From an optimization exercise on the open Yosys and OpenROAD flow, aimed at small area; shortcuts taken in it are not production practice. Only simulation tests tie the RTL to the original design; equivalence was not proved. No activity file was given, so power comes from the tool's default toggle rates.

==> flow/constraint.sdc <==
create_clock -name core_clock -period 4.0 [get_ports {clk}]
set_input_delay 0.8000 -clock core_clock [delete_from_list [all_inputs] [get_ports {clk}]]
set_output_delay 0.8000 -clock core_clock [all_outputs]
set_load 0.01 [all_outputs]
==> flow/standard.sh <==
#!/bin/bash
# synth_recipe.tcl (not shown) runs the flow's synth.tcl, then flattens the netlist and writes it again
# the make line also repeats each setting of config.mk as NAME=value (left out here)
make -C /OpenROAD-flow-scripts/flow DESIGN_CONFIG=/design/flow/config.mk WORK_HOME=/design/flow/orfs CLKGATE_MAP_FILE= SYNTH_SCRIPT=/design/flow/synth_recipe.tcl "${@:-finish}"
==> flow/flow/run.sh <==
#!/bin/bash
# The standard layout (standard.sh) with three changes to how it is built:
#  - ports are buffered with the smallest buffer, sky130_fd_sc_hd__buf_1;
#  - the clock tree uses clkbuf_8 on clusters of up to 16 sinks, without dummy loads;
#  - synthesis may not pick the larger drive strengths of the lane gates (o22ai, a21oi), on
#    top of the platform's own don't-use list.
# make's full output goes to make_finish.log here; each ORFS step keeps its own log under orfs/logs.
set -euo pipefail
cd "$(dirname "$0")/.."
DONT_USE="sky130_fd_sc_hd__probe_p_8 sky130_fd_sc_hd__probec_p_8 sky130_fd_sc_hd__lpflow_bleeder_1 sky130_fd_sc_hd__lpflow_clkbufkapwr_1 sky130_fd_sc_hd__lpflow_clkbufkapwr_16 sky130_fd_sc_hd__lpflow_clkbufkapwr_2 sky130_fd_sc_hd__lpflow_clkbufkapwr_4 sky130_fd_sc_hd__lpflow_clkbufkapwr_8 sky130_fd_sc_hd__lpflow_clkinvkapwr_1 sky130_fd_sc_hd__lpflow_clkinvkapwr_16 sky130_fd_sc_hd__lpflow_clkinvkapwr_2 sky130_fd_sc_hd__lpflow_clkinvkapwr_4 sky130_fd_sc_hd__lpflow_clkinvkapwr_8 sky130_fd_sc_hd__lpflow_decapkapwr_12 sky130_fd_sc_hd__lpflow_decapkapwr_3 sky130_fd_sc_hd__lpflow_decapkapwr_4 sky130_fd_sc_hd__lpflow_decapkapwr_6 sky130_fd_sc_hd__lpflow_decapkapwr_8 sky130_fd_sc_hd__lpflow_inputiso0n_1 sky130_fd_sc_hd__lpflow_inputiso0p_1 sky130_fd_sc_hd__lpflow_inputiso1n_1 sky130_fd_sc_hd__lpflow_inputiso1p_1 sky130_fd_sc_hd__lpflow_inputisolatch_1 sky130_fd_sc_hd__lpflow_isobufsrc_1 sky130_fd_sc_hd__lpflow_isobufsrc_16 sky130_fd_sc_hd__lpflow_isobufsrc_2 sky130_fd_sc_hd__lpflow_isobufsrc_4 sky130_fd_sc_hd__lpflow_isobufsrc_8 sky130_fd_sc_hd__lpflow_isobufsrckapwr_16 sky130_fd_sc_hd__lpflow_lsbuf_lh_hl_isowell_tap_1 sky130_fd_sc_hd__lpflow_lsbuf_lh_hl_isowell_tap_2 sky130_fd_sc_hd__lpflow_lsbuf_lh_hl_isowell_tap_4 sky130_fd_sc_hd__lpflow_lsbuf_lh_isowell_4 sky130_fd_sc_hd__lpflow_lsbuf_lh_isowell_tap_1 sky130_fd_sc_hd__lpflow_lsbuf_lh_isowell_tap_2 sky130_fd_sc_hd__lpflow_lsbuf_lh_isowell_tap_4 sky130_fd_sc_hd__o22ai_2 sky130_fd_sc_hd__o22ai_4 sky130_fd_sc_hd__a21oi_2 sky130_fd_sc_hd__a21oi_4"
bash standard.sh \
  "DONT_USE_CELLS=$DONT_USE" \
  "BUFFER_PORTS_ARGS=-buffer_cell sky130_fd_sc_hd__buf_1" \
  "CTS_ARGS=-sink_clustering_enable -repair_clock_nets -dont_use_dummy_load -buf_list sky130_fd_sc_hd__clkbuf_8 -sink_clustering_size 16 -sink_clustering_max_diameter 80" \
  finish > make_finish.log 2>&1
==> flow/config.mk <==
export PLATFORM = sky130hd
export DESIGN_NAME = ascon_ctrl
export DESIGN_NICKNAME = ascon_ctrl
export VERILOG_FILES = /design/flow/design.v
export SDC_FILE = /design/flow/constraint.sdc
export NUM_CORES = 4
export LEC_CHECK = 0
export ABC_AREA = 1
export CAP_MARGIN = 20
export CORE_AREA = 5 5 255 255
export DIE_AREA = 0 0 260 260
export SLEW_MARGIN = 20
==> flow/design.v <==
package ascon_pkg;
  typedef enum logic [2:0] {
    ST_IDLE   = 3'd0,
    ST_LOAD   = 3'd1,
    ST_START  = 3'd2,
    ST_WAIT   = 3'd3,
    ST_GAP    = 3'd6,
    ST_UNLOAD = 3'd7,
    ST_RESP   = 3'd4
  } state_t;
  localparam logic MODE_ENC = 1'b0;
  localparam logic MODE_DEC = 1'b1;
  localparam int K_DEF = 128;
  localparam int A_L_DEF = 112;
  localparam int TEXT_L_DEF = 128;
  localparam int NONCE_L = 128;
  localparam int TAG_L = 128;
  function automatic int max4(input int a, input int b, input int c, input int d);
    int ab;
    int cd;
    ab = a > b ? a : b;
    cd = c > d ? c : d;
    max4 = ab > cd ? ab : cd;
  endfunction
endpackage
module ascon_sr_out #(
  parameter int W = 128
) (
  input  logic         clk,
  input  logic         ld_n,
  input  logic         sh_n,
  input  logic         top,
  input  logic [W-1:0] ld_val,
  output logic         s0
);
  logic [W-1:0] sr_q;
  always_ff @(posedge clk) begin
    for (int j = 0; j < W; j++)
      sr_q[j] <= ~((ld_n | ld_val[W-1-j]) & (sh_n | (j == W-1 ? top : sr_q[(j+1) % W])));
  end
  assign s0 = sr_q[0];
endmodule
module ascon_serdes #(
  parameter int W = 128
) (
  input  logic         clk,
  input  logic         ld,
  input  logic [W-1:0] ld_val,
  input  logic         hold_n,
  input  logic         sh_n,
  input  logic         si,
  output logic         so,
  output logic [W-1:0] q
);
  logic [W-1:0] sr_q, keep;
  always_comb begin
    for (int j = 0; j < W; j++)
      keep[j] = ~((hold_n | sr_q[j]) & (sh_n | (j == W-1 ? si : sr_q[(j+1) % W])));
  end
  always_ff @(posedge clk) begin
    for (int j = 0; j < W; j++)
      sr_q[j] <= ~((ld & ld_val[W-1-j]) | keep[j]);
  end
  assign so = sr_q[0];
  assign q = sr_q;
endmodule
module ascon_ctrl #(
  parameter int K = ascon_pkg::K_DEF,
  parameter int A_L = ascon_pkg::A_L_DEF,
  parameter int TEXT_L = ascon_pkg::TEXT_L_DEF,
  parameter int MAX = ascon_pkg::max4(K, A_L, TEXT_L, ascon_pkg::TAG_L),
  parameter int START_CYC = 5,
  parameter int GAP_CYC = 2,
  parameter int TIMEOUT = 4095
) (
  input  logic               clk,
  input  logic               rst,
  input  logic               req_valid,
  output logic               req_ready,
  input  logic               req_mode,
  input  logic [K-1:0]       req_key,
  input  logic [ascon_pkg::NONCE_L-1:0] req_nonce,
  input  logic [A_L-1:0]     req_ad,
  input  logic [TEXT_L-1:0]  req_text,
  input  logic [ascon_pkg::TAG_L-1:0]   req_tag,
  output logic               core_key_SI,
  output logic               core_nonce_SI,
  output logic               core_ad_SI,
  output logic               core_text_SI,
  output logic               core_tag_SI,
  output logic               core_enc_start,
  output logic               core_dec_start,
  input  logic               core_text_SO,
  input  logic               core_tag_SO,
  input  logic               core_enc_done,
  input  logic               core_dec_done,
  input  logic               core_auth,
  output logic               rsp_valid,
  input  logic               rsp_ready,
  output logic [TEXT_L-1:0]  rsp_text,
  output logic [ascon_pkg::TAG_L-1:0]   rsp_tag,
  output logic               rsp_auth,
  output logic               rsp_err,
  output logic               rsp_mode,
  output logic               busy
);
  localparam int CW = $clog2((MAX > TIMEOUT ? MAX : TIMEOUT) + 1);
  ascon_pkg::state_t state_q, state_d;
  logic [CW-1:0] cnt_q;
  logic mode_q, seen_q, auth_q, err_q, shift_q, busy_q;
  logic idle, load, start, waiting, gap, unload, resp, done_m, go_gap, timeout, clear;
  logic key_s0, nonce_s0, ad_s0, text_s0, tag_s0;
  assign idle = state_q == ascon_pkg::ST_IDLE;
  assign load = state_q == ascon_pkg::ST_LOAD;
  assign start = state_q == ascon_pkg::ST_START;
  assign waiting = state_q == ascon_pkg::ST_WAIT;
  assign gap = state_q == ascon_pkg::ST_GAP;
  assign unload = state_q == ascon_pkg::ST_UNLOAD;
  assign resp = state_q == ascon_pkg::ST_RESP;
  assign done_m = mode_q == ascon_pkg::MODE_DEC ? core_dec_done : core_enc_done;
  assign go_gap = seen_q || done_m;
  assign timeout = &cnt_q[CW-1:1];
  assign clear = idle || (start && cnt_q[2]) || (waiting && go_gap);
  always_comb begin
    state_d = state_q;
    case (state_q)
      ascon_pkg::ST_IDLE: if (req_valid) state_d = ascon_pkg::ST_LOAD;
      ascon_pkg::ST_LOAD: if (&cnt_q[6:0]) state_d = ascon_pkg::ST_START;
      ascon_pkg::ST_START: if (cnt_q[2]) state_d = ascon_pkg::ST_WAIT;
      ascon_pkg::ST_WAIT: if (go_gap) state_d = ascon_pkg::ST_GAP;
        else if (timeout) state_d = ascon_pkg::ST_RESP;
      ascon_pkg::ST_GAP: if (cnt_q[0]) state_d = ascon_pkg::ST_UNLOAD;
      ascon_pkg::ST_UNLOAD: if (cnt_q[7] && cnt_q[0]) state_d = ascon_pkg::ST_RESP;
      ascon_pkg::ST_RESP: if (rsp_ready) state_d = ascon_pkg::ST_IDLE;
      default: state_d = ascon_pkg::ST_IDLE;
    endcase
  end
  always_ff @(posedge clk or posedge rst) begin
    if (rst) begin
      state_q <= ascon_pkg::ST_IDLE;
      shift_q <= 1'b0;
      busy_q <= 1'b0;
    end else begin
      state_q <= state_d;
      shift_q <= state_d != ascon_pkg::ST_IDLE && state_d != ascon_pkg::ST_RESP;
      busy_q <= state_d != ascon_pkg::ST_IDLE;
    end
  end
  always_ff @(posedge clk) begin
    cnt_q <= clear ? '0 : cnt_q + 1'b1;
    if (idle) mode_q <= req_mode;
    seen_q <= !idle && (seen_q || (start && done_m));
    if (idle) auth_q <= 1'b0;
    else if ((start || waiting) && done_m) auth_q <= mode_q == ascon_pkg::MODE_DEC && core_auth;
    err_q <= !idle && (err_q || (waiting && !go_gap && timeout));
  end
  ascon_sr_out #(.W(K)) u_key (.clk(clk), .ld_n(busy_q), .sh_n(idle), .top(1'b1), .ld_val(req_key), .s0(key_s0));
  ascon_sr_out #(.W(ascon_pkg::NONCE_L)) u_nonce (.clk(clk), .ld_n(busy_q), .sh_n(idle), .top(1'b1), .ld_val(req_nonce), .s0(nonce_s0));
  ascon_sr_out #(.W(A_L)) u_ad (.clk(clk), .ld_n(busy_q), .sh_n(idle), .top(~cnt_q[0]), .ld_val(req_ad), .s0(ad_s0));
  ascon_serdes #(.W(TEXT_L)) u_text (
    .clk(clk), .ld(idle), .ld_val(req_text), .hold_n(!resp), .sh_n(!shift_q), .si(unload & core_text_SO),
    .so(text_s0), .q(rsp_text)
  );
  ascon_serdes #(.W(ascon_pkg::TAG_L)) u_tag (
    .clk(clk), .ld(idle), .ld_val(req_tag), .hold_n(!resp), .sh_n(!shift_q), .si(unload & core_tag_SO),
    .so(tag_s0), .q(rsp_tag)
  );
  assign core_key_SI = load & (key_s0 ^ ~cnt_q[0]);
  assign core_nonce_SI = load & (nonce_s0 ^ ~cnt_q[0]);
  assign core_ad_SI = load & (ad_s0 ^ ~cnt_q[0]);
  assign core_text_SI = load & ~text_s0;
  assign core_tag_SI = load & ~tag_s0;
  assign core_enc_start = start && mode_q == ascon_pkg::MODE_ENC;
  assign core_dec_start = start && mode_q == ascon_pkg::MODE_DEC;
  assign req_ready = !busy_q;
  assign busy = busy_q;
  assign rsp_valid = resp;
  assign rsp_auth = auth_q;
  assign rsp_err = err_q;
  assign rsp_mode = mode_q;
endmodule
==> run summary, run 1 <==
* Outcome: complete, no violations
* Sw Share at 34.1%
* Gp weighted congestion at 1.03
* GRT Util Overall at 23.4%
* Unrepaired setup endpoints after global routing: no
* Multiplexer share of the synthesized area at 0%
* Worst skew pair latency at 0.62 ns
* DP HPWL at 66,300 um
* # DRC at 0
* Static Leak at 8.57 nW
* Fin Setup TNS at 0 ns
* First-pass GRT wire length at 120,000 um
* Finished Layout Cells at 3,494
* Worst hold path depth at 2
* Final Cell Area at 24,200 um^2
* Sequential fraction of the synthesis area at 65.7%
* Clock sinks at 645
* Root Buffer Master: clkbuf_8
* ANT nets after route at 0
* Xor/xnor cell area share of the yosys netlist at 0.267%
* Achievable frequency at 321 MHz
* Syn avg cell area at 10.7 um^2
* Compound-Gate Fraction of Synth Area at 26.6%
* Synth cell types at 25
* Hold path start: req_key[0]
* Syn-to-layout area delta at 22.6%
* Critical path startpoint category: flop
* Starting density of the core at 31.9%
* Largest family of logic cells by synthesized area: compound AO/OA/AOI/OAI gates
* FFs w/ async S/R, synth at 0.775%
* Min Tclk post-route at 3.11 ns
* Synthesized cell area at 19,700 um^2
* Die area at 67,600 um^2
* Worst min path class: input pin to flop
* Comb pwr share at 24.3%
* Vias per cell at 5.39
* Wire per inst at 24.7 um
* Fill cells at 6,391
* R2R depth at 6
* Final hold violation count at 0
* Worst setup startpoint: state_q[1]
* Dpl cells at 3,426
* Top FF cell, synth: dfxtp_1
* Yosys warning total at 4
* Syn Nets at 2,472
* Final worst setup slack at 0.888 ns
* Simple-gate share of the synthesized area at 1.92%
* CP max FO at 7
* Detailed Routing Iterations Pass 1 at 5
* Final Routed Wirelength at 86,200 um
* Width of the die at 260 um
* Final Cycle Share at 77.8%
* NetSw at 5.99 mW
* CTS Buf Count at 50
* Max-cap violation count at 0
* Synth area leaders: dfxtp_1 65%, o22ai_1 20%, a21oi_1 6.7%
* Fin. max-slew vios at 0
* Synth Instances at 1,837
* Seq pwr share at 57.8%
* Port buffer count at 902
* Layout Skew at 0.0690 ns
* Number of synthesized flops with an enable pin at 1
* DP Area at 23,400 um^2
* Crit end category: output port
* R2r startpoint: state_q[2]
* DR iter-0 viols at 1,897
* VDD IR max at 0.367 mV
* Critical path type: flop to output port
* # setup viols final at 0
* Cell taking the most area after synthesis: dfxtp_1
* Layout Nets at 3,277
* Layout cells sized above 1 at 2.92%
* Post-Place Worst Slack at 1.45 ns
* IO Pins at 903
* Post-Synth Adder-Cell Area at 0.0635%
* Initial antenna violation count at 21
* CTS Buffer Depth at 3
* Commonest cells in the netlist: 639 x dfxtp_1, 620 x o22ai_1, 265 x a21oi_1, 70 x clkbuf_1, 63 x buf_2
* Number of core rows at 91
* Clock power frac at 17.9%
* Via count at 18,800
* DIE HEIGHT at 260 um
* Reg clk slew, reported paths at 0.09 ns
* Largest net degree at the start of global routing at 229
* PD cells at 727 nW/um^2
* Gr ovfl total at 0
* Crit path DAT at 2.31 ns
* Register bit total from synthesis at 645
* Cell with the most instances after synthesis: dfxtp_1
* Top cell type's share of synthesized area at 64.9%
* Vias in the first global route at 18,200
* Core area at 61,800 um^2
* Worst endpoint required time at 3.20 ns
* Worst Max-Slew Pin Slew at 1.20 ns
* Relative slew margins at 20.3%
* CTS tree: done
* H-tree depth at 2
* Power Internal at 11.6 mW
==> final timing paths <==
kind	end	slack (ns)
worst max-delay path	core_text_SI	0.89
worst min register to register	u_nonce.sr_q[119]	0.34
worst max register to register	u_text.sr_q[120]	1.52
worst min-delay path	u_key.sr_q[127]	0.29
max in group asynchronous	busy_q	3.13
min in group asynchronous	busy_q	0.68
==> layer usage <==
layer  vias to the layer above  wire length [um]  global-route usage (%)
met1                      9013             33900                    29.4
met2                      1043             38900                    36.6
li1                       8536                 -                       -
met5                         -               105                       0
met4                        16              3660                    9.09
met3                       211              9580                    8.83
==> flip-flops by register name, indices dropped and copies added, names as in the netlist, 3 cells and up <==
signal        count
u_nonce.sr_q    128
u_ad.sr_q       112
u_key.sr_q      128
u_tag.sr_q      128
state_q           3
u_text.sr_q     128
cnt_q            12
==> power by group through the flow <==
| stage | Combinational [mW] | Sequential [mW] | Clock, mW |
|---|---|---|---|
| floorplan | 2.01 | 10.2 | 0 |
| global placement | 4.12 | 10.2 | 0 |
| detailed placement | 4.22 | 10.2 | 0 |
| CTS | 4.24 | 10.1 | 3.25 |
| global route | 4.62 | 10.3 | 3.47 |
| finish | 4.27 | 10.1 | 3.15 |
==> layout make-up <==
cell class	instances	area, um^2	share of cell area, %
well taps	837	1050	4.33
inverters	35	151	0.627
repair buffers	922	3600	14.9
diodes	17	42.5	0.176
multi-input cells	988	5680	23.5
clock buffers	50	688	2.85
flip-flops and latches	645	13000	53.6
==> layout by cell type, fill, tap and decap left out, drive strengths merged, types with 2 or more instances in the layout <==
cell type    n
buf        921
dfxtp      639
o22ai      620
a21oi      265
clkbuf      50
nor2        40
inv         34
nand2       32
diode       17
nand3       10
nor3         7
dfrtp        5
xor2         4
a211oi       3
o21ai        2
xnor2        2
==> per-stage QoR <==
stage | util [%] | power [mW] | hold slack (ns)
floorplan | - | 12.2 | 0.399
global placement | 37.9 | 14.3 | 0.402
detailed placement | 37.9 | 14.4 | 0.404
CTS | 39.0 | 17.6 | 0.208
global route | 39.0 | 18.4 | 0.239
finish | 39.1 | 17.6 | 0.291
==> what timing repair did <==
item | in CTS | in global routing
resized for setup | 0 | 0
endpoints found under the hold margin | 5 | 0
setup buffers | 0 | 0
endpoints found under the setup margin | 0 | 0
hold buffers | 1 | 0
==> worst max-delay path: stages, from the launching register on <==
cell	delay [ns]
dfrtp_1	0.45
inv_1	0.10
nand2_1	0.07
nor2_1	0.13
inv_1	0.35
nor2_1	0.39
buf_1	0.21
==> cell families after synthesis <==
family | count (synthesis)
AND/OR/NAND/NOR | 91
adder cells (fa/ha/maj) | 1
flip-flops | 645
buffers and inverters | 204
XOR/XNOR | 6
AO/OA/AOI/OAI | 890
==> run 2, diff against run 1 <==
--- a/flow/flow/run.sh
+++ b/flow/flow/run.sh
@@ -11,5 +11,5 @@
 bash standard.sh \
   "DONT_USE_CELLS=$DONT_USE" \
   "BUFFER_PORTS_ARGS=-buffer_cell sky130_fd_sc_hd__buf_1" \
-  "CTS_ARGS=-sink_clustering_enable -repair_clock_nets -dont_use_dummy_load -buf_list sky130_fd_sc_hd__clkbuf_8 -sink_clustering_size 16 -sink_clustering_max_diameter 80" \
+  "CTS_ARGS=-sink_clustering_enable -repair_clock_nets -dont_use_dummy_load -buf_list sky130_fd_sc_hd__clkbuf_8 -sink_clustering_size 19 -sink_clustering_max_diameter 50" \
   finish > make_finish.log 2>&1
==> run 2 against run 1 <==
  * Area after synthesis unchanged
  * Combinational power about the same
  * Setup slack better by 0.059 ns
  * Total power up 2.7%
  * Clock power up 14%
  * Register-to-register slack better by 0.06 ns
  * Largest power group unchanged
==> run summary, run 2 <==
* Fin Setup TNS at 0 ns (unchanged)
* Top cell type's share of synthesized area at 64.9% (unchanged)
* FFs w/ async S/R, synth at 0.775% (unchanged)
* Port buffer count at 902 (unchanged)
* Critical path type: flop to output port (unchanged)
* Gr ovfl total at 0 (unchanged)
* Post-CTS repair timing setup buffer count at 0 (unchanged)
* Syn avg cell area at 10.7 um^2 (unchanged)
* CTS tree: done (unchanged)
* Resized cells post-CTS at 0 (unchanged)
* Dpl cells at 3,426 (unchanged)
* Width of the die at 260 um (unchanged)
* Max-cap violation count at 0 (unchanged)
* Final hold violation count at 0 (unchanged)
* Largest stage delay on the critical path at 0.45 ns (about the same)
* Detailed Routing Iterations Pass 1 at 6 (was 5)
* Achievable frequency at 328 MHz (was 321 MHz)
* CP max stage cell: dfrtp_1 (unchanged)
* ANT nets after route at 0 (unchanged)
* Core area at 61,800 um^2 (unchanged)
* Outcome: complete, no violations (unchanged)
* Clock sinks at 645 (unchanged)
* Cell taking the most area after synthesis: dfxtp_1 (unchanged)
* Cell with the most instances after synthesis: dfxtp_1 (unchanged)
* Worst min path class: input pin to asynchronous set/reset pin (was input pin to flop)
* DP Area at 23,400 um^2 (unchanged)
* Critical path startpoint category: flop (unchanged)
* Synth area leaders: dfxtp_1 65%, o22ai_1 20%, a21oi_1 6.7% (unchanged)
* Layout Skew at 0.0860 ns (was 0.0690 ns)
* DIE HEIGHT at 260 um (unchanged)
* Crit path DAT at 2.25 ns (was 2.31 ns)
* Vias in the first global route at 18,300 (was 18,200)
* Final Routed Wirelength at 86,400 um (was 86,200 um)
* GRT Util Overall at 23.5% (was 23.4%)
* Fin. max-slew vios at 0 (unchanged)
* Delay-heaviest family, CP: buffers and inverters (unchanged)
* Synthesized cell area at 19,700 um^2 (unchanged)
* Syn-to-layout area delta at 23.7% (was 22.6%)
* Initial antenna violation count at 25 (was 21)
* Worst skew pair latency at 0.61 ns (was 0.62 ns)
* Reg clk slew, reported paths at 0.04 ns (was 0.09 ns)
* First-pass GRT wire length at 120,000 um (about the same)
* Hold buffers post-CTS at 0 (was 1)
* Relative slew margins at 19.6% (was 20.3%)
* Crit path buf inv count at 3 (unchanged)
* DP HPWL at 66,300 um (unchanged)
* Most common cell after layout, fill and taps aside: buf_1 (unchanged)
* IO Pins at 903 (unchanged)
* Final Cell Area at 24,400 um^2 (was 24,200 um^2)
* Worst endpoint required time at 3.20 ns (about the same)
* Starting density of the core at 31.9% (unchanged)
* DR iter-0 viols at 1,881 (was 1,897)
* Min Tclk post-route at 3.05 ns (was 3.11 ns)
* CTS Buf Count at 67 (was 50)
* R2R depth at 6 (unchanged)
* Synth Instances at 1,837 (unchanged)
* Number of synthesized flops with an enable pin at 1 (unchanged)
* Commonest cells in the netlist: 639 x dfxtp_1, 620 x o22ai_1, 265 x a21oi_1, 70 x clkbuf_1, 63 x buf_2 (unchanged)
* Syn Nets at 2,472 (unchanged)
* R2R Setup Slk at 1.58 ns (was 1.52 ns)
* PD cells at 739 nW/um^2 (was 727 nW/um^2)
* Number of core rows at 91 (unchanged)
* Final Cycle Share at 76.3% (was 77.8%)
* Register bit total from synthesis at 645 (unchanged)
* VDD IR max at 0.395 mV (was 0.367 mV)
* Worst Max-Slew Pin Slew at 1.21 ns (was 1.20 ns)
* Gp weighted congestion at 1.03 (unchanged)
* R2r startpoint: state_q[2] (unchanged)
* # DRC at 0 (unchanged)
* Wire per inst at 24.6 um (was 24.7 um)
* Worst path cell trace: inv_1 -> nand2_1 -> nor2_1 -> inv_1 -> nor2_1 -> buf_1 (unchanged)
* Die area at 67,600 um^2 (unchanged)
* Vias per cell at 5.39 (about the same)
* Crit end category: output port (unchanged)
* Largest net degree at the start of global routing at 229 (unchanged)
* CP max FO at 7 (unchanged)
* Yosys warning total at 4 (unchanged)
* Commonest non-fill, non-tap cells in the layout: 902 x buf_1, 639 x dfxtp_1, 620 x o22ai_1 (unchanged)
* Root Buffer Master: clkbuf_8 (unchanged)
* H-tree depth at 3 (was 2)
* Synth cell types at 25 (unchanged)
* Via count at 18,900 (was 18,800)
* CTS Buffer Depth at 3 (unchanged)
* Static Leak at 8.69 nW (was 8.57 nW)
* Sequential fraction of the synthesis area at 65.7% (unchanged)
* RR Endpoint: u_text.sr_q[120] (unchanged)
* Layout cells sized above 1 at 3.54% (was 2.92%)
* Finished Layout Cells at 3,507 (was 3,494)
* Unrepaired setup endpoints after global routing: no (unchanged)
* Layout Nets at 3,293 (was 3,277)
* Top FF cell, synth: dfxtp_1 (unchanged)
* # setup viols final at 0 (unchanged)
-- run 2: worst max-delay path by stage --
stage	start	endpoint	slack (ns)	cells after the start
2_1_floorplan	busy_q	req_ready	2.19	3
3_3_place_gp	state_q[1]	core_text_SI	1.52	6
3_5_place_dp	state_q[2]	u_text.sr_q[18]	1.45	6
4_1_cts	state_q[1]	core_text_SI	0.88	6
5_1_grt	state_q[1]	core_text_SI	0.75	6
6_report	state_q[1]	core_text_SI	0.95	6
-- run 2: final cells by class --
class                   instances  area [um^2]
clock buffers                  67          922
fillers                      6359        37400
flip-flops and latches        645        13000
well taps                     837         1050
multi-input cells             988         5680
repair buffers                921         3590
diodes                         14         35.0
inverters                      35          151
-- run 2: stage by stage --
| step | setup slack [ns] | power, mW | utilization [%] | hold slack [ns] |
|---|---|---|---|---|
| floorplan | 2.19 | 12.2 | - | 0.399 |
| global placement | 1.52 | 14.3 | 37.9 | 0.402 |
| detailed placement | 1.45 | 14.4 | 37.9 | 0.404 |
| CTS | 0.882 | 18.1 | 39.4 | 0.00224 |
| global route | 0.749 | 18.9 | 39.4 | 0.0516 |
| finish | 0.947 | 18.0 | 39.4 | 0.0862 |
-- run 2: kinds of logic (layout without fill, tap and decap cells) --
| kind of cell | Yosys count | count (layout) | synth area share [%] |
|---|---|---|---|
| and+or+nand+nor | 91 | 91 | 1.92 |
| DFF | 645 | 645 | 65.7 |
| other | 0 | 14 | 0 |
| xor gates and xnor gates | 6 | 6 | 0.267 |
| buffers and inverters | 204 | 1023 | 5.47 |
| adders and majority gates | 1 | 1 | 0.0635 |
| AOI/OAI and AO/OA | 890 | 890 | 26.6 |
-- run 2: metal layers --
| metal | wire, um | track usage [%] |
|---|---|---|
| met2 | 39100 | 36.8 |
| met1 | 34100 | 29.1 |
| met5 | 144 | 0 |
| met4 | 3570 | 9.45 |
| met3 | 9430 | 9.43 |
-- run 2: where the power goes --
| group | internal, mW | switching (mW) |
|---|---|---|
| clock network | 1.49 | 2.11 |
| registers | 8.75 | 1.40 |
| logic | 1.70 | 2.57 |
==> run 3, diff against run 2 <==
--- a/flow/flow/run.sh
+++ b/flow/flow/run.sh
@@ -11,5 +11,5 @@
 bash standard.sh \
   "DONT_USE_CELLS=$DONT_USE" \
   "BUFFER_PORTS_ARGS=-buffer_cell sky130_fd_sc_hd__buf_1" \
-  "CTS_ARGS=-sink_clustering_enable -repair_clock_nets -dont_use_dummy_load -buf_list sky130_fd_sc_hd__clkbuf_8 -sink_clustering_size 19 -sink_clustering_max_diameter 50" \
+  "CTS_ARGS=-sink_clustering_enable -repair_clock_nets -dont_use_dummy_load -buf_list sky130_fd_sc_hd__clkbuf_8 -root_buf sky130_fd_sc_hd__clkbuf_8 -sink_clustering_buffer sky130_fd_sc_hd__clkbuf_4 -sink_clustering_size 12 -sink_clustering_max_diameter 35" \
   finish > make_finish.log 2>&1
==> run 3 against run 2 <==
  * Highest routed layer unchanged
  * Critical path type unchanged
  * Maximum frequency up 0.46%
  * Via count up 0.70%
  * Flip-flop and latch count unchanged
  * Sequential power about the same
  * Clock skew up 0.0049 ns
==> run summary, run 3 <==
* Syn Nets at 2,472 (unchanged)
* Gp weighted congestion at 1.03 (unchanged)
* Worst Max-Slew Pin Slew at 1.21 ns (about the same)
* Worst min path class: input pin to flop (was input pin to asynchronous set/reset pin)
* Achievable frequency at 329 MHz (was 328 MHz)
* Worst skew pair latency at 0.69 ns (was 0.61 ns)
* Max-cap violation count at 0 (unchanged)
* R2r startpoint: state_q[2] (unchanged)
* Via count at 19,000 (was 18,900)
* Clock sinks at 645 (unchanged)
* IO Pins at 903 (unchanged)
* Crit path DAT at 2.24 ns (was 2.25 ns)
* # DRC at 0 (unchanged)
* Yosys warning total at 4 (unchanged)
* Critical path type: flop to output port (unchanged)
* GRT Util Overall at 23.6% (was 23.5%)
* Top cell type's share of synthesized area at 64.9% (unchanged)
* Commonest non-fill, non-tap cells in the layout: 902 x buf_1, 639 x dfxtp_1, 620 x o22ai_1 (unchanged)
* Final Util at 39.3% (was 39.4%)
* Relative slew margins at 19.5% (was 19.6%)
* Top FF cell, synth: dfxtp_1 (unchanged)
* R2R Setup Slk at 1.56 ns (was 1.58 ns)
* # setup viols final at 0 (unchanged)
* DIE HEIGHT at 260 um (unchanged)
* Hold path start: req_key[0]
* CP max FO at 7 (unchanged)
* Gr ovfl total at 0 (unchanged)
* Layout Nets at 3,327 (was 3,293)
* Synth cell types at 25 (unchanged)
* Initial antenna violation count at 20 (was 25)
* Vias per cell at 5.38 (was 5.39)
* Root Buffer Master: clkbuf_8 (unchanged)
* H-tree depth at 3 (unchanged)
* Synth area leaders: dfxtp_1 65%, o22ai_1 20%, a21oi_1 6.7% (unchanged)
* Final Cycle Share at 76.0% (was 76.3%)
* Port buffer count at 902 (unchanged)
* Static Leak at 8.69 nW (about the same)
* Wire per inst at 24.4 um (was 24.6 um)
* Syn-to-layout area delta at 23.2% (was 23.7%)
* Critical path startpoint category: flop (unchanged)
* Synthesized cell area at 19,700 um^2 (unchanged)
* Fill cells at 6,382 (was 6,359)
* Fin Setup TNS at 0 ns (unchanged)
* CTS Buf Count at 100 (was 67)
* DP HPWL at 66,300 um (unchanged)
* Worst Hold Path EP: u_key.sr_q[127]
* RR Endpoint: u_text.sr_q[122] (was u_text.sr_q[120])
* Worst endpoint required time at 3.20 ns (about the same)
* Most common cell after layout, fill and taps aside: buf_1 (unchanged)
* Starting density of the core at 31.9% (unchanged)
* Syn avg cell area at 10.7 um^2 (unchanged)
* Commonest cells in the netlist: 639 x dfxtp_1, 620 x o22ai_1, 265 x a21oi_1, 70 x clkbuf_1, 63 x buf_2 (unchanged)
* Detailed Routing Iterations Pass 1 at 6 (unchanged)
* ANT nets after route at 0 (unchanged)
* Core area at 61,800 um^2 (unchanged)
* CTS Buffer Depth at 3 (unchanged)
* Cell taking the most area after synthesis: dfxtp_1 (unchanged)
* Outcome: complete, no violations (unchanged)
* Min Tclk post-route at 3.04 ns (was 3.05 ns)
* Resized cells post-CTS at 0 (unchanged)
* Final Routed Wirelength at 86,400 um (about the same)
* Cell with the most instances after synthesis: dfxtp_1 (unchanged)
* Sequential fraction of the synthesis area at 65.7% (unchanged)
* Final hold violation count at 0 (unchanged)
* Unrepaired setup endpoints after global routing: no (unchanged)
* PD cells at 732 nW/um^2 (was 739 nW/um^2)
* Layout cells sized above 1 at 4.72% (was 3.54%)
* Largest net degree at the start of global routing at 229 (unchanged)
* Vias in the first global route at 18,600 (was 18,300)
* R2R depth at 6 (unchanged)
* Register bit total from synthesis at 645 (unchanged)
* Crit end category: output port (unchanged)
* Layout Skew at 0.0908 ns (was 0.0860 ns)
* Worst hold path depth at 2
* Worst hold slack at 0.269 ns (was 0.0862 ns)
* First-pass GRT wire length at 121,000 um (was 120,000 um)
* Number of synthesized flops with an enable pin at 1 (unchanged)
* VDD IR max at 0.423 mV (was 0.395 mV)
* Fin. max-slew vios at 0 (unchanged)
* DR iter-0 viols at 1,761 (was 1,881)
* Width of the die at 260 um (unchanged)
* Die area at 67,600 um^2 (unchanged)
* FFs w/ async S/R, synth at 0.775% (unchanged)
* CTS tree: done (unchanged)
* Reg clk slew, reported paths at 0.08 ns (was 0.04 ns)
* Number of core rows at 91 (unchanged)
* Synth Instances at 1,837 (unchanged)
[run 3: cell counts after synthesis]
No cell type changed its count.
[run 3: layout make-up]
type	instances	area, um^2	area share [%]
diodes	13	32.5	0.134
inverters	35	151	0.624
clock buffers	100	807	3.33
repair buffers	922	3600	14.8
well taps	837	1050	4.31
flip-flops and latches	645	13000	53.4
multi-input cells	988	5680	23.4
[run 3: where the power goes]
part           switching [mW]  internal (mW)  total (mW)  leakage [nW]
clock                    2.11           1.25        3.37         0.483
combinational            2.56           1.70        4.26          2.77
sequential               1.40           8.75        10.1          5.44
[run 3: routing by layer]
layer | global-route usage, % | vias to the layer above | routed length, um
met4 | 9.06 | 14 | 3560
li1 | - | 8660 | -
met3 | 9.52 | 230 | 9470
met5 | 0 | - | 92
met2 | 37.0 | 1050 | 39200
met1 | 29.1 | 9074 | 34100
[run 3: timing repair]
action | CTS | global route
hold buffers | 1 | 0
hold endpoints to repair | 5 | 0
setup buffers | 0 | 0
endpoints found under the setup margin | 0 | 0
[run 3: stage by stage]
step / instances / area (um^2) / setup slack [ns] / power [mW]
after floorplan: 1837 / 19700 / 2.19 / 12.2
after global placement: 3426 / 23400 / 1.52 / 14.3
after detailed placement: 3426 / 23400 / 1.45 / 14.4
after CTS: 3527 / 24200 / 0.857 / 17.8
after global routing: 3533 / 24300 / 0.744 / 18.7
final: 3540 / 24300 / 0.961 / 17.8
[run 3: kinds of logic after synthesis]
group	Yosys count	share of synthesized area, %
flip-flops	645	65.7
adder cells (fa/ha/maj)	1	0.0635
buffers and inverters	204	5.47
AND/OR/NAND/NOR	91	1.92
XOR/XNOR	6	0.267
AO/OA/AOI/OAI	890	26.6
[run 3: worst max-delay path by stage]
stage | start | to | cells past startpoint | slack [ns]
floorplan | busy_q | req_ready | 3 | 2.19
global placement | state_q[1] | core_text_SI | 6 | 1.52
detailed placement | state_q[2] | u_text.sr_q[18] | 6 | 1.45
CTS | state_q[1] | core_text_SI | 6 | 0.86
global route | state_q[1] | core_text_SI | 6 | 0.74
finish | state_q[1] | core_text_SI | 6 | 0.96
[run 3: critical path, stage by stage (launching register included)]
cell,delay [ns]
dfrtp_1,0.45
inv_1,0.10
nand2_1,0.07
nor2_1,0.13
inv_1,0.31
nor2_1,0.37
buf_1,0.21
==> run 4, diff against run 3 <==
--- a/flow/flow/run.sh
+++ b/flow/flow/run.sh
@@ -11,5 +11,5 @@
 bash standard.sh \
   "DONT_USE_CELLS=$DONT_USE" \
   "BUFFER_PORTS_ARGS=-buffer_cell sky130_fd_sc_hd__buf_1" \
-  "CTS_ARGS=-sink_clustering_enable -repair_clock_nets -dont_use_dummy_load -buf_list sky130_fd_sc_hd__clkbuf_8 -root_buf sky130_fd_sc_hd__clkbuf_8 -sink_clustering_buffer sky130_fd_sc_hd__clkbuf_4 -sink_clustering_size 12 -sink_clustering_max_diameter 35" \
+  "CTS_ARGS=-sink_clustering_enable -repair_clock_nets -dont_use_dummy_load -buf_list sky130_fd_sc_hd__clkbuf_8 -root_buf sky130_fd_sc_hd__clkbuf_8 -sink_clustering_buffer sky130_fd_sc_hd__clkbuf_4 -sink_clustering_size 11 -sink_clustering_max_diameter 45" \
   finish > make_finish.log 2>&1
--- a/flow/config.mk
+++ b/flow/config.mk
@@ -7,6 +7,6 @@
 export LEC_CHECK = 0
 export ABC_AREA = 1
 export CAP_MARGIN = 20
-export CORE_AREA = 5 5 255 255
-export DIE_AREA = 0 0 260 260
+export CORE_AREA = 5 5 265 265
+export DIE_AREA = 0 0 270 270
 export SLEW_MARGIN = 20
==> run 4 against run 3 <==
  * Final area is 0.32% lower
  * Critical path depth stayed put
  * Total power is 2.6% lower
  * Setup slack worse by 0.029 ns
  * Clock power is 8.6% lower
==> run summary, run 4 <==
* Synth Instances at 1,837 (unchanged)
* Met2 wire length at 37,200 um (was 39,200 um)
* Critical path type: flop to output port (unchanged)
* Gr ovfl total at 0 (unchanged)
* Wl on met1 at 30,500 um (was 34,100 um)
* Fill cells at 6,961 (was 6,382)
* Syn Nets at 2,472 (unchanged)
* CTS Buffer Depth at 3 (unchanged)
* Number of core rows at 95 (was 91)
* Register area at 13,000 um^2 (unchanged)
* Resized cells post-CTS at 0 (unchanged)
* Critical path startpoint category: flop (unchanged)
* Crit path DAT at 2.27 ns (was 2.24 ns)
* Hold buffers post-CTS at 0 (was 1)
* Cell with the most instances after synthesis: dfxtp_1 (unchanged)
* Total power at 17.3 mW (was 17.8 mW)
* Static Leak at 8.62 nW (was 8.69 nW)
* Layout Skew at 0.0927 ns (was 0.0908 ns)
* Via count at 18,100 (was 19,000)
* Synthesized cell area at 19,700 um^2 (unchanged)
* Layout cells sized above 1 at 4.12% (was 4.72%)
* CTS tree: done (unchanged)
* Port buffer count at 902 (unchanged)
* FFs w/ async S/R, synth at 0.775% (unchanged)
* Fin. max-slew vios at 0 (unchanged)
* Largest net degree at the start of global routing at 222 (was 229)
* Post-CTS repair timing setup buffer count at 0 (unchanged)
* Core area at 67,200 um^2 (was 61,800 um^2)
* Met3 routed WL at 9480 um (was 9470 um)
* CP max FO at 7 (unchanged)
* Fin Setup TNS at 0 ns (unchanged)
* Final Cell Area at 24,200 um^2 (was 24,300 um^2)
* Outcome: complete, no violations (unchanged)
* H-tree depth at 3 (unchanged)
* First-pass GRT wire length at 114,000 um (was 121,000 um)
* Synth area leaders: dfxtp_1 65%, o22ai_1 20%, a21oi_1 6.7% (unchanged)
* Root Buffer Master: clkbuf_8 (unchanged)
* Vias in the first global route at 17,600 (was 18,600)
* Uppermost layer routed: met5 (unchanged)
* Achievable frequency at 326 MHz (was 329 MHz)
* Max-cap violation count at 0 (unchanged)
* Cell taking the most area after synthesis: dfxtp_1 (unchanged)
* Relative slew margins at 34.5% (was 19.5%)
* Number of synthesized flops with an enable pin at 1 (unchanged)
* DP HPWL at 60,500 um (was 66,300 um)
* Initial antenna violation count at 12 (was 20)
* Crit end category: output port (unchanged)
* Width of the die at 270 um (was 260 um)
* Die area at 72,900 um^2 (was 67,600 um^2)
* DIE HEIGHT at 270 um (was 260 um)
* CTS Buf Count at 79 (was 100)
* Wire per inst at 22.6 um (was 24.4 um)
* Multi-input gate area at 5680 um^2 (unchanged)
* GRT Util Overall at 20.4% (was 23.6%)
* R2R Setup Slk at 1.51 ns (was 1.56 ns)
* Most common cell after layout, fill and taps aside: buf_1 (unchanged)
* Top cell type's share of synthesized area at 64.9% (unchanged)
* # DRC at 0 (unchanged)
* Sequential fraction of the synthesis area at 65.7% (unchanged)
* IO Pins at 903 (unchanged)
* Yosys warning total at 4 (unchanged)
* Min Tclk post-route at 3.07 ns (was 3.04 ns)
* Syn avg cell area at 10.7 um^2 (unchanged)
* Worst skew pair latency at 0.63 ns (was 0.69 ns)
* Commonest non-fill, non-tap cells in the layout: 902 x buf_1, 639 x dfxtp_1, 620 x o22ai_1 (unchanged)
* Synth cell types at 25 (unchanged)
* Syn-to-layout area delta at 22.8% (was 23.2%)
* DR iter-0 viols at 1,156 (was 1,761)
* PD cells at 716 nW/um^2 (was 732 nW/um^2)
* Final Cycle Share at 76.7% (was 76.0%)
* Unrepaired setup endpoints after global routing: no (unchanged)
* Vias per cell at 5.10 (was 5.38)
* Worst path cell trace: inv_1 -> nand2_1 -> nor2_1 -> inv_1 -> nor2_1 -> buf_1 (unchanged)
* Starting density of the core at 29.3% (was 31.9%)
* # setup viols final at 0 (unchanged)
* Worst min path class: input pin to asynchronous set/reset pin (was input pin to flop)
* DP Area at 23,500 um^2 (was 23,400 um^2)
* Top FF cell, synth: dfxtp_1 (unchanged)
* Commonest cells in the netlist: 639 x dfxtp_1, 620 x o22ai_1, 265 x a21oi_1, 70 x clkbuf_1, 63 x buf_2 (unchanged)
* Register bit total from synthesis at 645 (unchanged)
* Worst Max-Slew Pin Slew at 0.983 ns (was 1.21 ns)
* Final Routed Wirelength at 80,200 um (was 86,400 um)
* Final hold violation count at 0 (unchanged)
* Reg clk slew, reported paths at 0.10 ns (was 0.08 ns)
* Worst endpoint required time at 3.20 ns (about the same)
* Largest stage delay on the critical path at 0.46 ns (was 0.45 ns)
* VDD IR max at 0.334 mV (was 0.423 mV)
* Detailed Routing Iterations Pass 1 at 5 (was 6)
* ANT nets after route at 0 (unchanged)
* Clock sinks at 645 (unchanged)
* Layout Nets at 3,309 (was 3,327)
* CP max stage cell: dfrtp_1 (unchanged)
* Gp weighted congestion at 0.930 (was 1.03)
[run 4: where the power goes]
part           internal [mW]  leakage (nW)  switching, mW
Combinational           1.71          2.79           2.41
Sequential              8.74          5.44           1.37
Clock                   1.02         0.387           2.07
[run 4: routing by layer]
metal	GRT usage [%]	vias up
li1	-	8620
met1	23.1	8558
met2	33.1	766
met3	10.1	161
met4	7.86	10
met5	0	-
[run 4: path summary, 6_finish.rpt]
kind                                  start          endpoint  cells after the start
min                                     rst           shift_q                      2
min reg2reg                u_nonce.sr_q[74]  u_nonce.sr_q[73]                      1
min in group core_clock         req_key[31]    u_key.sr_q[96]                      2
max reg2reg                      state_q[2]    u_text.sr_q[3]                      6
max                              state_q[1]      core_text_SI                      6
max in group asynchronous               rst            busy_q                      2
[run 4: cell families (layout without fill, tap and decap cells)]
logic type | after synthesis | in the layout | share of synthesized area (%)
compound gates | 890 | 890 | 26.6
xor+xnor | 6 | 6 | 0.267
simple gates | 91 | 91 | 1.92
fa+ha+maj | 1 | 1 | 0.0635
flops | 645 | 645 | 65.7
buf+inv | 204 | 1039 | 5.47
other cells | 0 | 8 | 0
[run 4: worst max-delay path: cells and delay by family, from the launching register on]
| kind | cells | cell delay (ns) |
|---|---|---|
| simple gates | 3 | 0.57 |
| flops | 1 | 0.46 |
| buf+inv | 3 | 0.60 |
[run 4: through the flow]
stage               hold slack (ns)  setup WS, ns  instances  util (%)
finish                        0.126         0.933       3553      36.0
global route                 0.0843         0.795       3550      36.0
CTS                          0.0445         0.836       3545      36.0
detailed placement            0.404          1.60       3466      35.0
global placement              0.399          1.58       3466      35.0
floorplan                     0.399          2.19       1837         -
[run 4: cell type report]
| class | instances | share of cell area [%] |
|---|---|---|
| inverters | 35 | 0.636 |
| flip-flops and latches | 645 | 53.5 |
| clock buffers | 79 | 2.68 |
| diodes | 8 | 0.0827 |
| repair buffers | 925 | 15.1 |
| multi-input cells | 988 | 23.5 |
| well taps | 873 | 4.51 |
==> run 5, diff against run 4 <==
--- a/flow/design.v
+++ b/flow/design.v
@@ -107,7 +107,7 @@
   localparam int CW = $clog2((MAX > TIMEOUT ? MAX : TIMEOUT) + 1);
   ascon_pkg::state_t state_q, state_d;
   logic [CW-1:0] cnt_q;
-  logic mode_q, seen_q, auth_q, err_q, shift_q, busy_q;
+  logic mode_q, seen_q, auth_q, err_q, shift_q;
   logic idle, load, start, waiting, gap, unload, resp, done_m, go_gap, timeout, clear;
   logic key_s0, nonce_s0, ad_s0, text_s0, tag_s0;
   assign idle = state_q == ascon_pkg::ST_IDLE;
@@ -139,11 +139,9 @@
     if (rst) begin
       state_q <= ascon_pkg::ST_IDLE;
       shift_q <= 1'b0;
-      busy_q <= 1'b0;
     end else begin
       state_q <= state_d;
       shift_q <= state_d != ascon_pkg::ST_IDLE && state_d != ascon_pkg::ST_RESP;
-      busy_q <= state_d != ascon_pkg::ST_IDLE;
     end
   end
   always_ff @(posedge clk) begin
@@ -154,9 +152,9 @@
     else if ((start || waiting) && done_m) auth_q <= mode_q == ascon_pkg::MODE_DEC && core_auth;
     err_q <= !idle && (err_q || (waiting && !go_gap && timeout));
   end
-  ascon_sr_out #(.W(K)) u_key (.clk(clk), .ld_n(busy_q), .sh_n(idle), .top(1'b1), .ld_val(req_key), .s0(key_s0));
-  ascon_sr_out #(.W(ascon_pkg::NONCE_L)) u_nonce (.clk(clk), .ld_n(busy_q), .sh_n(idle), .top(1'b1), .ld_val(req_nonce), .s0(nonce_s0));
-  ascon_sr_out #(.W(A_L)) u_ad (.clk(clk), .ld_n(busy_q), .sh_n(idle), .top(~cnt_q[0]), .ld_val(req_ad), .s0(ad_s0));
+  ascon_sr_out #(.W(K)) u_key (.clk(clk), .ld_n(shift_q), .sh_n(idle), .top(1'b1), .ld_val(req_key), .s0(key_s0));
+  ascon_sr_out #(.W(ascon_pkg::NONCE_L)) u_nonce (.clk(clk), .ld_n(shift_q), .sh_n(idle), .top(1'b1), .ld_val(req_nonce), .s0(nonce_s0));
+  ascon_sr_out #(.W(A_L)) u_ad (.clk(clk), .ld_n(shift_q), .sh_n(idle), .top(~cnt_q[0]), .ld_val(req_ad), .s0(ad_s0));
   ascon_serdes #(.W(TEXT_L)) u_text (
     .clk(clk), .ld(idle), .ld_val(req_text), .hold_n(!resp), .sh_n(!shift_q), .si(unload & core_text_SO),
     .so(text_s0), .q(rsp_text)
@@ -172,8 +170,8 @@
   assign core_tag_SI = load & ~tag_s0;
   assign core_enc_start = start && mode_q == ascon_pkg::MODE_ENC;
   assign core_dec_start = start && mode_q == ascon_pkg::MODE_DEC;
-  assign req_ready = !busy_q;
-  assign busy = busy_q;
+  assign req_ready = idle;
+  assign busy = !idle;
   assign rsp_valid = resp;
   assign rsp_auth = auth_q;
   assign rsp_err = err_q;
--- a/flow/flow/run.sh
+++ b/flow/flow/run.sh
@@ -11,5 +11,5 @@
 bash standard.sh \
   "DONT_USE_CELLS=$DONT_USE" \
   "BUFFER_PORTS_ARGS=-buffer_cell sky130_fd_sc_hd__buf_1" \
-  "CTS_ARGS=-sink_clustering_enable -repair_clock_nets -dont_use_dummy_load -buf_list sky130_fd_sc_hd__clkbuf_8 -root_buf sky130_fd_sc_hd__clkbuf_8 -sink_clustering_buffer sky130_fd_sc_hd__clkbuf_4 -sink_clustering_size 11 -sink_clustering_max_diameter 45" \
+  "CTS_ARGS=-sink_clustering_enable -repair_clock_nets -dont_use_dummy_load -buf_list sky130_fd_sc_hd__clkbuf_8 -sink_clustering_size 16 -sink_clustering_max_diameter 80" \
   finish > make_finish.log 2>&1
--- a/flow/config.mk
+++ b/flow/config.mk
@@ -7,6 +7,6 @@
 export LEC_CHECK = 0
 export ABC_AREA = 1
 export CAP_MARGIN = 20
-export CORE_AREA = 5 5 265 265
-export DIE_AREA = 0 0 270 270
+export CORE_AREA = 5 5 255 255
+export DIE_AREA = 0 0 260 260
 export SLEW_MARGIN = 20
==> run 5 against run 4 <==
  * Largest power group unchanged
  * Die area decreased by 7.3%
  * Sequential share of layout area increased by 0.12 points
  * Synthesized cell count decreased by 0.11%
  * Maximum frequency increased by 0.62%
  * Clock power about the same
  * Wire length increased by 5.7%
  * Sequential power decreased by 37%
  * Count of clock-buffer cells in the layout decreased by 31
  * Final area decreased by 0.42%
  * Global-route usage increased by 2.7 points
  * Critical path type unchanged
  * Critical path depth decreased by 2
  * Still clean on timing, DRC and antenna
==> run summary, run 5 <==
* Simple-gate share of the synthesized area at 2.07% (was 1.92%)
* Layout cells sized above 1 at 2.89% (was 4.12%)
* Synthesized cell area at 19,700 um^2 (about the same)
* Clock sinks at 644 (was 645)
* CTS Buffer Depth at 3 (unchanged)
* Relative slew margins at 31.3% (was 34.5%)
* Final hold violation count at 0 (unchanged)
* Worst min path class: input pin to flop (was input pin to asynchronous set/reset pin)
* Sw Share at 21.6% (was 33.8%)
* Port buffer count at 902 (unchanged)
* Register area at 12,900 um^2 (was 13,000 um^2)
* Post-Place Worst Slack at 1.57 ns (was 1.60 ns)
* Final Cycle Share at 76.2% (was 76.7%)
* Fin Setup TNS at 0 ns (unchanged)
* Worst skew pair latency at 0.64 ns (was 0.63 ns)
* CP max FO at 9 (was 7)
* Worst hold path depth at 2
* Worst Hold Path EP: u_nonce.sr_q[127]
* Initial antenna violation count at 19 (was 12)
* Layout Nets at 3,269 (was 3,309)
* Outcome: complete, no violations (unchanged)
* Max-cap violation count at 0 (unchanged)
* Crit end category: output port (unchanged)
* Most common cell after layout, fill and taps aside: buf_1 (unchanged)
* Number of core rows at 91 (was 95)
* Vias per cell at 5.32 (was 5.10)
* DIE HEIGHT at 260 um (was 270 um)
* Seq pwr share at 65.9% (was 58.4%)
* DR iter-0 viols at 1,670 (was 1,156)
* Worst Max-Slew Pin Slew at 1.03 ns (was 0.983 ns)
* Post-CTS repair timing setup buffer count at 0 (unchanged)
* Syn avg cell area at 10.8 um^2 (was 10.7 um^2)
* RR Endpoint: u_nonce.sr_q[122] (was u_text.sr_q[3])
* Top cell type's share of synthesized area at 64.8% (was 64.9%)
* IO Pins at 903 (unchanged)
* GRT Util Overall at 23.0% (was 20.4%)
* Xor/xnor cell area share of the yosys netlist at 0.311% (was 0.267%)
* Hold path start: req_nonce[0]
* Top FF cell, synth: dfxtp_1 (unchanged)
* Fin. max-slew vios at 0 (unchanged)
* Cell taking the most area after synthesis: dfxtp_1 (unchanged)
* FFs w/ async S/R, synth at 0.621% (was 0.775%)
* Final worst setup slack at 0.951 ns (was 0.933 ns)
* R2r startpoint: state_q[1] (was state_q[2])
* Achievable frequency at 328 MHz (was 326 MHz)
* Worst endpoint required time at 3.20 ns (about the same)
* Synth area leaders: dfxtp_1 65%, o22ai_1 20%, a21oi_1 6.6% (was dfxtp_1 65%, o22ai_1 20%, a21oi_1 6.7%)
* Clock power frac at 31.4% (was 17.8%)
* Reg clk slew, reported paths at 0.11 ns (was 0.10 ns)
* Power Internal at 7.63 mW (was 11.5 mW)
* Crit path DAT at 2.25 ns (was 2.27 ns)
* Min Tclk post-route at 3.05 ns (was 3.07 ns)
* Unrepaired setup endpoints after global routing: no (unchanged)
* Root Buffer Master: clkbuf_8 (unchanged)
* # DRC at 0 (unchanged)
* Syn-to-layout area delta at 22.1% (was 22.8%)
* VDD IR max at 0.323 mV (was 0.334 mV)
* R2R depth at 5 (was 6)
* Wire per inst at 24.4 um (was 22.6 um)
* Width of the die at 260 um (was 270 um)
* Multi-input gate area at 5720 um^2 (was 5680 um^2)
* CTS tree: done (unchanged)
* R2R Setup Slk at 1.62 ns (was 1.51 ns)
* Critical path type: flop to output port (unchanged)
* NetSw at 2.11 mW (was 5.85 mW)
* Sequential fraction of the synthesis area at 65.5% (was 65.7%)
* Cell with the most instances after synthesis: dfxtp_1 (unchanged)
* Number of synthesized flops with an enable pin at 1 (unchanged)
* Comb pwr share at 2.7% (was 23.8%)
* Largest family of logic cells by synthesized area: compound AO/OA/AOI/OAI gates (unchanged)
* Compound-Gate Fraction of Synth Area at 26.5% (was 26.6%)
* Core area at 61,800 um^2 (was 67,200 um^2)
* Synth cell types at 31 (was 25)
* Synth Instances at 1,835 (was 1,837)
* Static Leak at 8.40 nW (was 8.62 nW)
* Die area at 67,600 um^2 (was 72,900 um^2)
* Starting density of the core at 31.9% (was 29.3%)
* H-tree depth at 2 (was 3)
* Commonest cells in the netlist: 639 x dfxtp_1, 620 x o22ai_1, 262 x a21oi_1, 91 x buf_2, 42 x clkbuf_1 (was 639 x dfxtp_1, 620 x o22ai_1, 265 x a21oi_1, 70 x clkbuf_1, 63 x buf_2)
* Via count at 18,500 (was 18,100)
* Final Routed Wirelength at 84,800 um (was 80,200 um)
* Layout Skew at 0.0663 ns (was 0.0927 ns)
* First-pass GRT wire length at 119,000 um (was 114,000 um)
* Vias in the first global route at 18,100 (was 17,600)
* Detailed Routing Iterations Pass 1 at 7 (was 5)
* Worst hold slack at 0.287 ns (was 0.126 ns)
* Multiplexer share of the synthesized area at 0% (unchanged)
* Gr ovfl total at 0 (unchanged)
* CTS Buf Count at 48 (was 79)
* Gp weighted congestion at 0.952 (was 0.930)
* Register bit total from synthesis at 644 (was 645)
* ANT nets after route at 0 (unchanged)
* Post-Synth Adder-Cell Area at 0.0634% (was 0.0635%)
* Critical path startpoint category: flop (unchanged)
* Syn Nets at 2,470 (was 2,472)
* Fill cells at 6,380 (was 6,961)
* Commonest non-fill, non-tap cells in the layout: 902 x buf_1, 639 x dfxtp_1, 620 x o22ai_1 (unchanged)
* Largest net degree at the start of global routing at 235 (was 222)
* # setup viols final at 0 (unchanged)
* PD cells at 404 nW/um^2 (was 716 nW/um^2)
* Yosys warning total at 4 (unchanged)
* DP HPWL at 65,200 um (was 60,500 um)
run 5: cell types whose count changed in the layout (fill, tap and decap cells not counted), moves of 2 or more:
cell and delta:
buf_12 -2, inv_1 -7, nand3_1 +2, buf_4 -3, nor3b_1 +2, clkbuf_8 +39
nor2_1 -3, xor2_1 +2, a21oi_1 -3, diode_2 +2, clkbuf_4 -70, nor3_1 -3
nand2_1 +2
run 5: layout make-up:
class	count	share of cell area, %
Tap cell	837	4.35
Multi-Input combinational cell	992	23.8
Inverter	27	0.483
Clock buffer	48	2.74
Timing Repair Buffer	921	14.9
Antenna cell	10	0.104
Sequential cell	644	53.7
run 5: repair_timing:
| item | 4_1_cts | 5_1_grt |
|---|---|---|
| resized for setup | 0 | 0 |
| endpoints found under the hold margin | 3 | 0 |
| hold buffers | 1 | 0 |
| setup endpoints to repair | 0 | 0 |
run 5: worst max path at each step:
stage          startpoint                 to  slack, ns  cells past startpoint
2_1_floorplan  state_q[1]          req_ready       2.05                      6
3_3_place_gp   state_q[0]       core_text_SI       1.59                      5
3_5_place_dp   state_q[1]  u_nonce.sr_q[122]       1.57                      5
4_1_cts        state_q[2]       core_text_SI       0.86                      4
5_1_grt        state_q[2]        core_tag_SI       0.84                      4
6_report       state_q[2]       core_text_SI       0.95                      4
run 5: layer usage:
layer	part of all wire (%)	wire [um]	vias to the layer above	track usage (%)
met2	47	40000	914	38.0
met5	0.12	106	-	0
li1	-	-	8507	-
met1	39	32700	8882	27.7
met4	4.9	4160	16	10.2
met3	9.2	7820	188	7.20
run 5: power by group through the flow:
stage	Sequential [mW]	Clock, mW	Combinational [mW]
6_report	6.41	3.06	0.267
5_1_grt	6.41	3.40	0.292
4_1_cts	6.41	3.17	0.266
3_5_place_dp	6.56	0	0.262
3_3_place_gp	6.56	0	0.262
2_1_floorplan	6.56	0	0.00473
run 5: worst max-delay path: stages (launching register included):
cell	delay (ns)
dfrtp_1	0.51
nor3_1	0.29
inv_1	0.34
nor2_1	0.29
buf_1	0.19
run 5: logic make-up (layout without fill, tap and decap cells):
family          count (synthesis)  in the layout
fa+ha+maj                       1              1
buf+inv                       199            996
flops                         644            644
xor+xnor                        7              7
compound gates                889            889
other cells                     0             10
simple gates                   95             95
run 5: through the flow:
stage / instance area, um^2 / std cells / util, % / total power [mW]
5_1_grt: 24100 / 3474 / 38.9 / 10.1
3_5_place_dp: 23400 / 3420 / 37.8 / 6.82
6_report: 24100 / 3479 / 39.0 / 9.73
3_3_place_gp: 23400 / 3420 / 37.8 / 6.82
2_1_floorplan: 19700 / 1835 / - / 6.56
4_1_cts: 24100 / 3469 / 38.9 / 9.85
==> run 6, diff against run 5 <==
--- a/flow/design.v
+++ b/flow/design.v
@@ -107,7 +107,8 @@
   localparam int CW = $clog2((MAX > TIMEOUT ? MAX : TIMEOUT) + 1);
   ascon_pkg::state_t state_q, state_d;
   logic [CW-1:0] cnt_q;
-  logic mode_q, seen_q, auth_q, err_q, shift_q;
+  logic mode_q, seen_q, auth_q, err_q, shift_q, par_q;
+  logic load_end, start_end, gap_end, unload_end;
   logic idle, load, start, waiting, gap, unload, resp, done_m, go_gap, timeout, clear;
   logic key_s0, nonce_s0, ad_s0, text_s0, tag_s0;
   assign idle = state_q == ascon_pkg::ST_IDLE;
@@ -119,18 +120,22 @@
   assign resp = state_q == ascon_pkg::ST_RESP;
   assign done_m = mode_q == ascon_pkg::MODE_DEC ? core_dec_done : core_enc_done;
   assign go_gap = seen_q || done_m;
-  assign timeout = &cnt_q[CW-1:1];
-  assign clear = idle || (start && cnt_q[2]) || (waiting && go_gap);
+  assign load_end = !cnt_q[0] && cnt_q[4] && !cnt_q[5] && cnt_q[9];
+  assign start_end = cnt_q[5];
+  assign timeout = &cnt_q;
+  assign gap_end = cnt_q[1];
+  assign unload_end = !cnt_q[2] && cnt_q[6] && !cnt_q[7] && cnt_q[11];
+  assign clear = idle || (start && start_end) || (waiting && go_gap);
   always_comb begin
     state_d = state_q;
     case (state_q)
       ascon_pkg::ST_IDLE: if (req_valid) state_d = ascon_pkg::ST_LOAD;
-      ascon_pkg::ST_LOAD: if (&cnt_q[6:0]) state_d = ascon_pkg::ST_START;
-      ascon_pkg::ST_START: if (cnt_q[2]) state_d = ascon_pkg::ST_WAIT;
+      ascon_pkg::ST_LOAD: if (load_end) state_d = ascon_pkg::ST_START;
+      ascon_pkg::ST_START: if (start_end) state_d = ascon_pkg::ST_WAIT;
       ascon_pkg::ST_WAIT: if (go_gap) state_d = ascon_pkg::ST_GAP;
         else if (timeout) state_d = ascon_pkg::ST_RESP;
-      ascon_pkg::ST_GAP: if (cnt_q[0]) state_d = ascon_pkg::ST_UNLOAD;
-      ascon_pkg::ST_UNLOAD: if (cnt_q[7] && cnt_q[0]) state_d = ascon_pkg::ST_RESP;
+      ascon_pkg::ST_GAP: if (gap_end) state_d = ascon_pkg::ST_UNLOAD;
+      ascon_pkg::ST_UNLOAD: if (unload_end) state_d = ascon_pkg::ST_RESP;
       ascon_pkg::ST_RESP: if (rsp_ready) state_d = ascon_pkg::ST_IDLE;
       default: state_d = ascon_pkg::ST_IDLE;
     endcase
@@ -145,7 +150,8 @@
     end
   end
   always_ff @(posedge clk) begin
-    cnt_q <= clear ? '0 : cnt_q + 1'b1;
+    cnt_q <= clear ? '0 : {~cnt_q[CW-2:0], cnt_q[0] ^ cnt_q[1] ^ cnt_q[7] ^ cnt_q[11]};
+    par_q <= !idle && !par_q;
     if (idle) mode_q <= req_mode;
     seen_q <= !idle && (seen_q || (start && done_m));
     if (idle) auth_q <= 1'b0;
@@ -154,7 +160,7 @@
   end
   ascon_sr_out #(.W(K)) u_key (.clk(clk), .ld_n(shift_q), .sh_n(idle), .top(1'b1), .ld_val(req_key), .s0(key_s0));
   ascon_sr_out #(.W(ascon_pkg::NONCE_L)) u_nonce (.clk(clk), .ld_n(shift_q), .sh_n(idle), .top(1'b1), .ld_val(req_nonce), .s0(nonce_s0));
-  ascon_sr_out #(.W(A_L)) u_ad (.clk(clk), .ld_n(shift_q), .sh_n(idle), .top(~cnt_q[0]), .ld_val(req_ad), .s0(ad_s0));
+  ascon_sr_out #(.W(A_L)) u_ad (.clk(clk), .ld_n(shift_q), .sh_n(idle), .top(~par_q), .ld_val(req_ad), .s0(ad_s0));
   ascon_serdes #(.W(TEXT_L)) u_text (
     .clk(clk), .ld(idle), .ld_val(req_text), .hold_n(!resp), .sh_n(!shift_q), .si(unload & core_text_SO),
     .so(text_s0), .q(rsp_text)
@@ -163,9 +169,9 @@
     .clk(clk), .ld(idle), .ld_val(req_tag), .hold_n(!resp), .sh_n(!shift_q), .si(unload & core_tag_SO),
     .so(tag_s0), .q(rsp_tag)
   );
-  assign core_key_SI = load & (key_s0 ^ ~cnt_q[0]);
-  assign core_nonce_SI = load & (nonce_s0 ^ ~cnt_q[0]);
-  assign core_ad_SI = load & (ad_s0 ^ ~cnt_q[0]);
+  assign core_key_SI = load & (key_s0 ^ ~par_q);
+  assign core_nonce_SI = load & (nonce_s0 ^ ~par_q);
+  assign core_ad_SI = load & (ad_s0 ^ ~par_q);
   assign core_text_SI = load & ~text_s0;
   assign core_tag_SI = load & ~tag_s0;
   assign core_enc_start = start && mode_q == ascon_pkg::MODE_ENC;
==> run 6 against run 5 <==
  * Final area down 0.59%
  * Area after synthesis fell by 1.3%
  * First-iteration DRC count is 12% higher
  * Sequential share of layout area up 0.40 points
  * Critical path depth grew 2
  * Flip-flop and latch count rose by 1
  * Cell count is 0.83% lower
  * Utilization decreased by 0.23 points
  * Largest cell class unchanged
  * Count of clock-buffer cells in the layout shrank 1
==> run summary, run 6 <==
* Post-CTS repair timing setup buffer count at 0 (unchanged)
* Cell taking the most area after synthesis: dfxtp_1 (unchanged)
* Syn Nets at 2,440 (was 2,470)
* Layout Skew at 0.0603 ns (was 0.0663 ns)
* Max-cap violation count at 0 (unchanged)
* Fin. max-slew vios at 0 (unchanged)
* Worst endpoint required time at 3.20 ns (about the same)
* Fin Setup TNS at 0 ns (unchanged)
* Wire per inst at 25.5 um (was 24.4 um)
* Via count at 18,500 (about the same)
* Gp weighted congestion at 0.999 (was 0.952)
* Syn avg cell area at 10.8 um^2 (about the same)
* Die area at 67,600 um^2 (unchanged)
* Top FF cell, synth: dfxtp_1 (unchanged)
* Min Tclk post-route at 2.93 ns (was 3.05 ns)
* Clock sinks at 645 (was 644)
* FFs w/ async S/R, synth at 0.620% (was 0.621%)
* Cell with the most instances after synthesis: dfxtp_1 (unchanged)
* Width of the die at 260 um (unchanged)
* ANT nets after route at 0 (unchanged)
* Synth Instances at 1,805 (was 1,835)
* H-tree depth at 2 (unchanged)
* Number of synthesized flops with an enable pin at 1 (unchanged)
* Outcome: complete, no violations (unchanged)
* Port buffer count at 902 (unchanged)
* Number of core rows at 91 (unchanged)
* Layout Nets at 3,234 (was 3,269)
* Vias per cell at 5.35 (was 5.32)
* # setup viols final at 0 (unchanged)
* Sequential fraction of the synthesis area at 66.4% (was 65.5%)
* Crit path DAT at 2.13 ns (was 2.25 ns)
* CTS tree: done (unchanged)
* Resized cells post-CTS at 0 (unchanged)
* IO Pins at 903 (unchanged)
* Synthesized cell area at 19,500 um^2 (was 19,700 um^2)
* Most common cell after layout, fill and taps aside: buf_1 (unchanged)
* CTS Buf Count at 47 (was 48)
* Top cell type's share of synthesized area at 65.8% (was 64.8%)
* Detailed Routing Iterations Pass 1 at 5 (was 7)
* DP HPWL at 68,200 um (was 65,200 um)
* Commonest cells in the netlist: 640 x dfxtp_1, 619 x o22ai_1, 262 x a21oi_1, 96 x buf_2, 45 x clkbuf_1 (was 639 x dfxtp_1, 620 x o22ai_1, 262 x a21oi_1, 91 x buf_2, 42 x clkbuf_1)
* Relative slew margins at 29.4% (was 31.3%)
* Initial antenna violation count at 21 (was 19)
* Layout cells sized above 1 at 2.62% (was 2.89%)
* Worst Max-Slew Pin Slew at 1.06 ns (was 1.03 ns)
* Root Buffer Master: clkbuf_8 (unchanged)
* Hold buffers post-CTS at 1 (unchanged)
* Total power at 10.0 mW (was 9.73 mW)
* Vias in the first global route at 17,900 (was 18,100)
-- run 6: cell count changes after synthesis, sizes merged, moves of 3 or more --
cell | previous run | this run
clkbuf | 42 | 45
nand3 | 11 | 5
nor2 | 39 | 42
xor2 | 6 | 3
inv | 27 | 18
buf | 130 | 126
nand2 | 36 | 30
-- run 6: layout make-up --
cell class                 count  area, um^2
multi-input combinational    971        5590
fill                        6370       37900
timing repair buffer         916        3590
tap                          837        1050
clock buffer                  47         647
inverter                      18        82.6
sequential                   645       12900
antenna                       16        40.0
-- run 6: worst paths after layout --
kind                                  from                 to  slack [ns]  cells after the start
setup / recovery                state_q[1]         core_ad_SI        1.07                      6
hold / removal                req_nonce[0]  u_nonce.sr_q[127]        0.31                      2
setup reg to reg                state_q[0]     u_tag.sr_q[34]        1.59                      6
hold reg to reg            u_nonce.sr_q[3]    u_nonce.sr_q[2]        0.36                      1
max in group asynchronous              rst         state_q[2]        3.18                      3
min in group asynchronous              rst            shift_q        0.63                      3
-- run 6: routing by layer --
metal	vias to the layer above	GRT usage [%]	part of all wire, %
li1	8405	-	-
met3	199	7.15	9.3
met1	8890	28.2	38
met4	8	13.2	6.5
met5	-	0	0.049
met2	961	39.1	47
-- run 6: critical path: stages, from the launching register on --
cell and delay [ns]:
dfrtp_1 0.42, inv_1 0.12, nand2_1 0.06, nor2_1 0.21, inv_1 0.30, nor2_1 0.22, buf_1 0.17
-- run 6: per-stage QoR --
step                setup slack, ns  area, um^2  util, %
global route                  0.922       23900     38.7
finish                         1.07       23900     38.7
detailed placement             1.71       23300     37.6
floorplan                      2.04       19500        -
global placement               1.78       23300     37.6
CTS                            1.02       23900     38.7
-- run 6: power breakdown --
group          total, mW  internal, mW  switching, mW
Sequential          6.52          6.47         0.0508
Combinational      0.431         0.197          0.233
Clock               3.05          1.06           1.99
-- run 6: kinds of logic after synthesis --
family / Yosys count / synth area share (%)
xor gates and xnor gates: 4 / 0.180
and+or+nand+nor: 80 / 1.65
AOI/OAI and AO/OA: 886 / 26.8
buffers and inverters: 189 / 4.89
DFF: 645 / 66.4
adders and majority gates: 1 / 0.0642

separate check: timing with driven ports:
In the flow no input, the clock included, has a driving cell. The finished layouts below were timed again as built, in two steps.
Step 1 assumes that a clkbuf_16 drives the clock port and a buf_2 every other input.
Step 2 also shifts input and output timing later by t, the mid clock arrival at the registers, as if the neighbouring blocks saw the same clock.
a / b / c = no drivers / after step 1 / after step 2; a / b = the first two.
run	t, ns	setup slack, ns
run 1	0.652	0.888 / 0.834 / 1.486
run 2	0.641	0.947 / 0.894 / 1.536
run 3	0.670	0.961 / 0.908 / 1.563
run 4	0.664	0.933 / 0.872 / 1.512
run 5	0.655	0.951 / 0.900 / 1.555
run 6	0.665	1.074 / 1.020 / 1.587
After both steps setup and hold are still met in every run listed.
